This design comes from an exercise in tuning for small area, a short achievable clock period and few clock cycles per item on the open sky130 flow, not from production work. The RTL was checked by simulation tests, not by an equivalence proof against the original design. Power and IR drop assume default switching activity.

===== flow/run.sh =====
#!/bin/bash
# synth_recipe.tcl (not shown) runs the flow's synth.tcl, then flattens the netlist and writes it again
# the make line also repeats each setting of config.mk as NAME=value (left out here)
make -C /OpenROAD-flow-scripts/flow DESIGN_CONFIG=/design/flow/config.mk WORK_HOME=/design/flow/orfs CLKGATE_MAP_FILE= SYNTH_SCRIPT=/design/flow/synth_recipe.tcl finish

===== flow/config.mk =====
export PLATFORM = sky130hd
export DESIGN_NAME = servo_pulse_sequencer_slew
export DESIGN_NICKNAME = servo_pulse_sequencer_slew
export VERILOG_FILES = /design/flow/design.v
export SDC_FILE = /design/flow/constraint.sdc
export NUM_CORES = 4
export LEC_CHECK = 0
export CAP_MARGIN = 20
export CORE_MARGIN = 2
export CORE_UTILIZATION = 40
export PLACE_DENSITY = 0.6
export SLEW_MARGIN = 20

===== flow/constraint.sdc =====
create_clock -name core_clock -period 11.0 [get_ports {clk}]
set_input_delay 2.2000 -clock core_clock [delete_from_list [all_inputs] [get_ports {clk}]]
set_output_delay 2.2000 -clock core_clock [all_outputs]
set_load 0.01 [all_outputs]

===== flow/design.v =====
package sps_pkg;
	localparam int NUM_CHANNELS = 12;
	localparam int CNT_BITS     = 16;
	localparam int WIDTH_BITS   = 16;
	localparam int RATE_BITS    = 8;
	localparam int CH_BITS      = 4;
	localparam int USED_BITS    = 4;
	localparam int GUARD_BITS   = 8;
	localparam int SLOT_BITS    = (NUM_CHANNELS > 1) ? $clog2(NUM_CHANNELS) : 1;
	localparam int CFG_DATA_BITS = 16;
	localparam logic [WIDTH_BITS-1:0] DEFAULT_WIDTH = WIDTH_BITS'(3000);
	localparam logic [CNT_BITS-1:0]   REFRESH_RESET = CNT_BITS'(40000);
	localparam logic [GUARD_BITS-1:0] GUARD_RESET   = GUARD_BITS'(4);
	typedef enum logic [1:0] {
		ACT_TICK = 2'd0,
		ACT_SET  = 2'd1,
		ACT_MOVE = 2'd2
	} action_t;
	typedef enum logic [1:0] {
		REG_ACTIVE_MASK   = 2'd0,
		REG_CHANNELS_USED = 2'd1,
		REG_REFRESH_TICKS = 2'd2,
		REG_GUARD_TICKS   = 2'd3
	} cfg_reg_t;
	typedef struct packed {
		logic [1:0]            action;
		logic [CH_BITS-1:0]    channel;
		logic [WIDTH_BITS-1:0] position_ticks;
		logic [RATE_BITS-1:0]  speed;
	} req_t;
	typedef struct packed {
		logic [NUM_CHANNELS-1:0] pulse_levels;
		logic [WIDTH_BITS-1:0]   width_readback;
		logic                    moving;
	} rsp_t;
	typedef struct packed {
		logic [NUM_CHANNELS-1:0] active_mask;
		logic [USED_BITS-1:0]    channels_used;
		logic [CNT_BITS-1:0]     refresh_ticks;
		logic [GUARD_BITS-1:0]   guard_ticks;
	} cfg_t;
	typedef struct packed {
		logic                  start;
		logic                  load;
		logic                  set_now;
		logic [WIDTH_BITS-1:0] pos;
		logic [RATE_BITS-1:0]  spd;
	} lane_cmd_t;
	typedef struct packed {
		logic [WIDTH_BITS-1:0] width;
		logic                  moving;
	} lane_stat_t;
endpackage
import sps_pkg::*;
module sps_lane (
	input  logic       clk,
	input  logic       arst_n,
	input  sps_pkg::lane_cmd_t  cmd,
	output sps_pkg::lane_stat_t stat
);
	logic [WIDTH_BITS-1:0] width_q, target_q, width_n, target_n;
	logic [RATE_BITS-1:0]  rate_q, rate_n;
	logic [WIDTH_BITS-1:0] rate_ext;
	logic [WIDTH_BITS:0]   sum_up, sum_dn;
	assign rate_ext = WIDTH_BITS'(rate_q);
	assign sum_up   = {1'b0, width_q} + {1'b0, rate_ext};
	assign sum_dn   = {1'b0, target_q} + {1'b0, rate_ext};
	always_comb begin
		width_n  = width_q;
		target_n = target_q;
		rate_n   = rate_q;
		if (cmd.start && (rate_q != '0)) begin
			if (target_q > width_q) begin
				if ({1'b0, target_q} <= sum_up) begin
					width_n = target_q;
					rate_n  = '0;
				end else begin
					width_n = sum_up[WIDTH_BITS-1:0];
				end
			end else begin
				if ({1'b0, width_q} <= sum_dn) begin
					width_n = target_q;
					rate_n  = '0;
				end else begin
					width_n = width_q - rate_ext;
				end
			end
		end
		if (cmd.load) begin
			target_n = cmd.pos;
			if (cmd.set_now) begin
				width_n = cmd.pos;
				rate_n  = '0;
			end else begin
				rate_n = cmd.spd;
			end
		end
	end
	always_ff @(posedge clk or negedge arst_n) begin
		if (!arst_n) begin
			width_q  <= DEFAULT_WIDTH;
			target_q <= '0;
			rate_q   <= '0;
		end else begin
			width_q  <= width_n;
			target_q <= target_n;
			rate_q   <= rate_n;
		end
	end
	assign stat.width  = width_n;
	assign stat.moving = (rate_n != '0);
endmodule
import sps_pkg::*;
module sps_seq (
	input  logic                    clk,
	input  logic                    arst_n,
	input  logic                    step,
	input  sps_pkg::cfg_t                  cfg,
	input  logic [NUM_CHANNELS-1:0][WIDTH_BITS-1:0] lane_width,
	output logic [NUM_CHANNELS-1:0] start,
	output logic [NUM_CHANNELS-1:0] levels_nxt
);
	logic [CNT_BITS-1:0]     counter_q, compare_q, base, compare_nxt;
	logic [SLOT_BITS-1:0]    slot_q;
	logic                    idle_q;
	logic [NUM_CHANNELS-1:0] levels_q;
	logic [USED_BITS-1:0]    used;
	logic [SLOT_BITS:0]      nxt_slot;
	logic                    in_frame, fire;
	logic [WIDTH_BITS-1:0]   sel_width;
	logic [CNT_BITS:0]       ahead;
	assign used     = (cfg.channels_used > USED_BITS'(NUM_CHANNELS)) ?
		USED_BITS'(NUM_CHANNELS) : cfg.channels_used;
	assign base     = idle_q ? '0 : counter_q;
	assign nxt_slot = idle_q ? '0 : ({1'b0, slot_q} + (SLOT_BITS+1)'(1));
	assign in_frame = nxt_slot < (SLOT_BITS+1)'(used);
	assign fire     = step && (counter_q == compare_q);
	assign ahead    = {1'b0, base} + (CNT_BITS+1)'(cfg.guard_ticks);
	always_comb begin
		sel_width  = '0;
		levels_nxt = levels_q;
		for (int i = 0; i < NUM_CHANNELS; i++) begin
			start[i] = fire && in_frame && (nxt_slot == (SLOT_BITS+1)'(i));
			if (nxt_slot == (SLOT_BITS+1)'(i)) begin
				sel_width = lane_width[i];
			end
			if (fire && !idle_q && (slot_q == SLOT_BITS'(i))) begin
				levels_nxt[i] = 1'b0;
			end
		end
		for (int i = 0; i < NUM_CHANNELS; i++) begin
			if (start[i] && cfg.active_mask[i]) begin
				levels_nxt[i] = 1'b1;
			end
		end
		if (in_frame) begin
			compare_nxt = base + CNT_BITS'(sel_width);
		end else if (ahead < (CNT_BITS+1)'(cfg.refresh_ticks)) begin
			compare_nxt = cfg.refresh_ticks;
		end else begin
			compare_nxt = ahead[CNT_BITS-1:0];
		end
	end
	always_ff @(posedge clk or negedge arst_n) begin
		if (!arst_n) begin
			counter_q <= '0;
			compare_q <= '0;
			slot_q    <= '0;
			idle_q    <= 1'b1;
			levels_q  <= '0;
		end else if (step) begin
			levels_q <= levels_nxt;
			if (fire) begin
				counter_q <= base + CNT_BITS'(1);
				compare_q <= compare_nxt;
				if (in_frame) begin
					slot_q <= nxt_slot[SLOT_BITS-1:0];
					idle_q <= 1'b0;
				end else begin
					idle_q <= 1'b1;
				end
			end else begin
				counter_q <= counter_q + CNT_BITS'(1);
			end
		end
	end
endmodule
import sps_pkg::*;
module servo_pulse_sequencer_slew (
	input  logic                     clk,
	input  logic                     arst_n,
	input  logic                     req_valid,
	output logic                     req_stall,
	input  logic [1:0]               req_action,
	input  logic [CH_BITS-1:0]       req_channel,
	input  logic [WIDTH_BITS-1:0]    req_position,
	input  logic [RATE_BITS-1:0]     req_speed,
	output logic                     rsp_valid,
	input  logic                     rsp_stall,
	output logic [NUM_CHANNELS-1:0]  rsp_levels,
	output logic [WIDTH_BITS-1:0]    rsp_width,
	output logic                     rsp_moving,
	input  logic                     cfg_valid,
	output logic                     cfg_ready,
	input  logic [1:0]               cfg_index,
	input  logic [CFG_DATA_BITS-1:0] cfg_data
);
	sps_pkg::req_t                    req;
	sps_pkg::rsp_t                    rsp;
	sps_pkg::req_t                    req_s1;
	logic                    valid_s1;
	sps_pkg::rsp_t                    rsp_q, rsp_nxt;
	logic                    rsp_valid_q;
	logic                    rsp_free, adv, step, is_set, is_move, ch_ok;
	sps_pkg::cfg_t                    cfg_q;
	logic [NUM_CHANNELS-1:0] lane_moving;
	logic [NUM_CHANNELS-1:0][WIDTH_BITS-1:0] lane_width;
	logic [NUM_CHANNELS-1:0] start, levels_nxt;
	assign rsp_free  = !rsp_valid_q || !rsp_stall;
	assign adv       = valid_s1 && rsp_free;
	assign req_stall = valid_s1 && !rsp_free;
	assign cfg_ready = 1'b1;
	always_ff @(posedge clk or negedge arst_n) begin
		if (!arst_n) begin
			valid_s1    <= 1'b0;
			rsp_valid_q <= 1'b0;
		end else begin
			if (!req_stall) begin
				valid_s1 <= req_valid;
			end
			if (rsp_free) begin
				rsp_valid_q <= valid_s1;
			end
		end
	end
	always_ff @(posedge clk) begin
		if (req_valid && !req_stall) begin
			req_s1 <= req;
		end
		if (adv) begin
			rsp_q <= rsp_nxt;
		end
	end
	always_ff @(posedge clk or negedge arst_n) begin
		if (!arst_n) begin
			cfg_q.active_mask   <= '0;
			cfg_q.channels_used <= '0;
			cfg_q.refresh_ticks <= REFRESH_RESET;
			cfg_q.guard_ticks   <= GUARD_RESET;
		end else if (cfg_valid && cfg_ready) begin
			unique case (cfg_index)
				REG_ACTIVE_MASK:   cfg_q.active_mask   <= NUM_CHANNELS'(cfg_data);
				REG_CHANNELS_USED: cfg_q.channels_used <= cfg_data[USED_BITS-1:0];
				REG_REFRESH_TICKS: cfg_q.refresh_ticks <= CNT_BITS'(cfg_data);
				REG_GUARD_TICKS:   cfg_q.guard_ticks   <= cfg_data[GUARD_BITS-1:0];
				default: begin
				end
			endcase
		end
	end
	assign step    = adv && (req_s1.action == ACT_TICK);
	assign is_set  = (req_s1.action == ACT_SET) ||
		((req_s1.action == ACT_MOVE) && (req_s1.speed == '0));
	assign is_move = (req_s1.action == ACT_MOVE);
	assign ch_ok   = req_s1.channel < CH_BITS'(NUM_CHANNELS);
	for (genvar i = 0; i < NUM_CHANNELS; i++) begin : g_lane
		sps_pkg::lane_cmd_t  lane_cmd;
		sps_pkg::lane_stat_t lane_stat;
		assign lane_cmd.start   = start[i];
		assign lane_cmd.load    = adv && (is_set || is_move) &&
			(req_s1.channel == CH_BITS'(i));
		assign lane_cmd.set_now = is_set;
		assign lane_cmd.pos     = req_s1.position_ticks;
		assign lane_cmd.spd     = req_s1.speed;
		assign lane_width[i]    = lane_stat.width;
		assign lane_moving[i]   = lane_stat.moving;
		sps_lane u_lane (
			.clk    (clk),
			.arst_n (arst_n),
			.cmd    (lane_cmd),
			.stat   (lane_stat)
		);
	end
	sps_seq u_seq (
		.clk        (clk),
		.arst_n     (arst_n),
		.step       (step),
		.cfg        (cfg_q),
		.lane_width (lane_width),
		.start      (start),
		.levels_nxt (levels_nxt)
	);
	always_comb begin
		rsp_nxt.pulse_levels   = levels_nxt;
		rsp_nxt.width_readback = '0;
		rsp_nxt.moving         = 1'b0;
		for (int i = 0; i < NUM_CHANNELS; i++) begin
			if (ch_ok && (req_s1.channel == CH_BITS'(i))) begin
				rsp_nxt.width_readback = lane_width[i];
				rsp_nxt.moving         = lane_moving[i];
			end
		end
	end
	assign rsp_valid = rsp_valid_q;
	assign rsp       = rsp_q;
	assign req.action         = req_action;
	assign req.channel        = req_channel;
	assign req.position_ticks = req_position;
	assign req.speed          = req_speed;
	assign rsp_levels         = rsp.pulse_levels;
	assign rsp_width          = rsp.width_readback;
	assign rsp_moving         = rsp.moving;
endmodule

==> metrics.yaml <==
status:
  outcome: "timing/DRC/antenna clean"
synth:
  synth_cells: 7947
  synthesis.nets: 8950
  synthTopCellsByArea: "dfrtp_1, ha_1, a21oi_1, nand2_1, xnor2_1"
  yosys.area_share.simple_pct: 18.4
  synth_top_family_by_area: "compound AO/OA/AOI/OAI gates"
  synth_edf_count: 59
  synthFlopType: "dfrtp_1"
  synthesis.area_sq_mm: 0.0652
  synth.yosys.warnings: 3
  synth_top_area_share_pct: 18.4
  synth-xor-area-share_pct: 5.73
  post_synth.cell_area_avg_sq_um: 8.20
  yosys.area.top_type: "dfrtp_1"
  yosys.area_share.adder_pct: 18.7
  muxShareOfSynthArea_pct: 3.88
  ys_seq_area_share_pct: 24.8
  synth-compound-area-share_pct: 23.1
  synth_cell_type_count: 103
  synth_seq_cells: 630
  synthArstFlopShare_pct: 90.6
setup_path:
  arrival_ns: 10.29
  crit_path_end_kind: "flop"
  path_max_fanout: 13
  path_buf_inv: 1
  cp-start-kind: "flop"
  critPathMaxStageDelay_ns: 0.76
  startpoint: "g_lane[2].u_lane.width_q[0]"
  critPathSlowestCell: "a2111oi_0"
  cp.required_ns: 11.61
  path_common_cell: "a21oi_1"
  timing.rr.start: "g_lane[2].u_lane.width_q[0]"
  critPathKind: "flop to flop"
  cp_top_family: "compound AO/OA/AOI/OAI gates"
job:
  drv_cap: 0
clock_tree:
  cts_hold_buffers: 0
  htree_levels: 3
  cts_buffers: 82
  cts_max_path_buffers: 3
  ctsResizeCount: 0
  insertion_delay_ns: 0.74
  cts_tree: "built"
  cts.sinks: 630
  clk_pin_slew_ns: 0.07
  cts-root-buf: "clkbuf_16"
  post_cts_buffers: 0
global_route:
  gr-usage-all-layers_pct: 34.6
  grt_pass1_vias: 62371
  grt_max_degree: 143
  antenna_found_initial: 22
  grt_pass1_wl_mm: 431
  overflow: 0
cells_and_area:
  layout.nets: 8998
  seqCellArea_sq_mm: 0.0162
  fillers: 16226
  finalInstanceArea_sq_mm: 0.0720
  syn_to_final_growth_pct: 10.6
  final_layout_size_suffix_gt1_share_pct: 9.51
  utilization_pct: 44.4
  multi_input_area_sq_mm: 0.0456
  instances_no_fill: 10255
routing:
  dr.pass1.iters: 8
  drc: 0
  drt-initial-drc-count: 7894
  vias: 65256
  drt-total-wl_mm: 297
  postRouteAntennaNets: 0
  viasPerCell: 6.36
  routedWlPerCell_um: 29.0
sta:
  worst_pin_slew_ns: 1.14
  post-route-min-period_ns: 9.68
  slew_violations: 0
  timing.fmax_ghz: 0.103
  setup_viol: 0
  fin_hold_ws_ns: 0.459
  grt_setup_unrepaired: "no"
  skew_ns: 0.0254
  fin_ws_ns: 1.32
  relSlewSlack_pct: 23.9
  hold_viol: 0
  fin_tns_setup_ns: 0
  finalCritPeriodShare_pct: 88.0
placed_design:
  place_inst: 10086
  post-place-ws_ns: 1.20
  port_buffers: 83
  placed_cell_area_sq_mm: 0.0692
  post-dp-hpwl_mm: 228
  finalWeightedCongestion: 1.05
power_and_ir_drop:
  p_leak_nw: 31.8
  finalPower_mw: 13.3
  powerDensity_mw_per_mm2: 185
  ir_drop_v: 0.000136
floorplanning:
  num_rows: 148
  die_height_um: 408
  core_area_sq_mm: 0.162
  initial_core_util_pct: 40.2
  die_area_sq_mm: 0.166
  die_x_um: 408
  ioPinCount: 85
worst_hold_path:
  holdCritStartpoint: "u_seq.levels_q[8]"
  hold_class: "flop to flop"
## worst min-delay path, stage by stage (launching register included)
cell and delay (ns):
dfrtp_1 0.32, nand2_1 0.06, nand2_1 0.05
## cells in the mapped netlist, types with 184 or more instances
library cell and number:
ha_1 912, nand2_1 747, nor2_1 623, a21oi_1 569
inv_1 557, o21ai_0 491, dfrtp_1 480, xnor2_1 319
clkbuf_1 298, nand3_1 277, mux2_2 202, nor3_1 184
## per-layer routing
| metal | global-route usage (%) | vias to the layer above | share of wire (%) |
|---|---|---|---|
| li1 | - | 29196 | - |
| met1 | 46.3 | 31859 | 42 |
| met2 | 53.2 | 3414 | 43 |
| met3 | 7.41 | 785 | 9.8 |
| met4 | 16.2 | 2 | 5.6 |
| met5 | 0 | - | 0.0044 |
## cell families after synthesis
group,Yosys count
other,1
AO/OA/AOI/OAI,2284
multiplexers,227
buffers and inverters,909
AND/OR/NAND/NOR,2520
XOR/XNOR,426
flip-flops,630
adder cells (fa/ha/maj),950
## cell type report
class	count	share of cell area, %
Timing Repair Buffer	311	3.55
Sequential cell	630	22.5
Antenna cell	15	0.0521
Tap cell	2175	3.78
Clock buffer	113	3.25
Multi-Input combinational cell	6408	63.3
Clock inverter	41	0.695
Inverter	562	2.93
## sequential cells by signal, summed over array words and instances (netlist names)
signal,count
req_s1,30
g_lane.u_lane.rate_q,96
u_seq.levels_q,12
rsp_q,29
g_lane.u_lane.target_q,192
rsp_valid_q,1
g_lane.u_lane.width_q,192
u_seq.slot_q,4
valid_s1,1
u_seq.idle_q,1
cfg_q,40
u_seq.compare_q,16
u_seq.counter_q,16
## cell usage in the layout, fill, tap and decap left out, drive strengths merged, types with 66 or more instances in the layout
| cell | instances |
|---|---|
| a211oi | 100 |
| a21o | 110 |
| a21oi | 569 |
| a221oi | 66 |
| and3 | 68 |
| buf | 229 |
| clkbuf | 113 |
| clkdlybuf4s50 | 82 |
| dfrtp | 480 |
| dfstp | 91 |
| ha | 912 |
| inv | 567 |
| mux2 | 202 |
| nand2 | 747 |
| nand2b | 97 |
| nand3 | 281 |
| nand4 | 120 |
| nor2 | 624 |
| nor2b | 123 |
| nor3 | 188 |
| nor4 | 76 |
| o211ai | 90 |
| o21a | 84 |
| o21ai | 515 |
| o221ai | 69 |
| o22ai | 90 |
| o31ai | 69 |
| xnor2 | 319 |
| xor2 | 107 |
## power by group
group | internal [mW] | switching (mW) | leakage [nW] | total [mW]
Sequential | 2.76 | 0.912 | 7.65 | 3.68
Combinational | 2.66 | 4.10 | 22.8 | 6.76
Clock | 1.67 | 1.21 | 1.40 | 2.88
## worst paths after layout
check                                                endpoint  slack [ns]  cells after the start
min in group asynchronous       g_lane[11].u_lane.target_q[7]        1.47                      1
worst min register to register              u_seq.levels_q[8]        0.46                      2
worst max-delay path                      u_seq.compare_q[14]        1.32                     35
max in group asynchronous        g_lane[0].u_lane.target_q[6]        7.27                      3
worst max register to register            u_seq.compare_q[14]        1.32                     35
worst min-delay path                        u_seq.levels_q[8]        0.46                      2
Testbench counts, summed over its fixed seeds: cycles 24,112, items 24,096.

separate check: timing with driven ports:
Ports are ideal in the flow. The routed layout listed here was re-timed in OpenROAD. Step 1, drivers: a clkbuf_16 drives clk and a buf_2 each remaining input, both assumed. Step 2 also shifts input and output timing later by t, the mid clock arrival at the registers, as if the neighbouring blocks saw the same clock. Three values: no drivers, after step 1, after step 2; two values: the first two.
t (ns): 0.807
setup WS [ns]: 1.319 / 1.319 / 0.880
worst setup path after step 2: input to register
latest minus earliest clock arrival (ns): 0.029 / 0.029
cell pins on the clock port's net: 1
After both steps setup and hold are still met in this run. For this run, drivers alone change the setup slack by 0.000 ns; drivers and shift together by -0.439 ns.
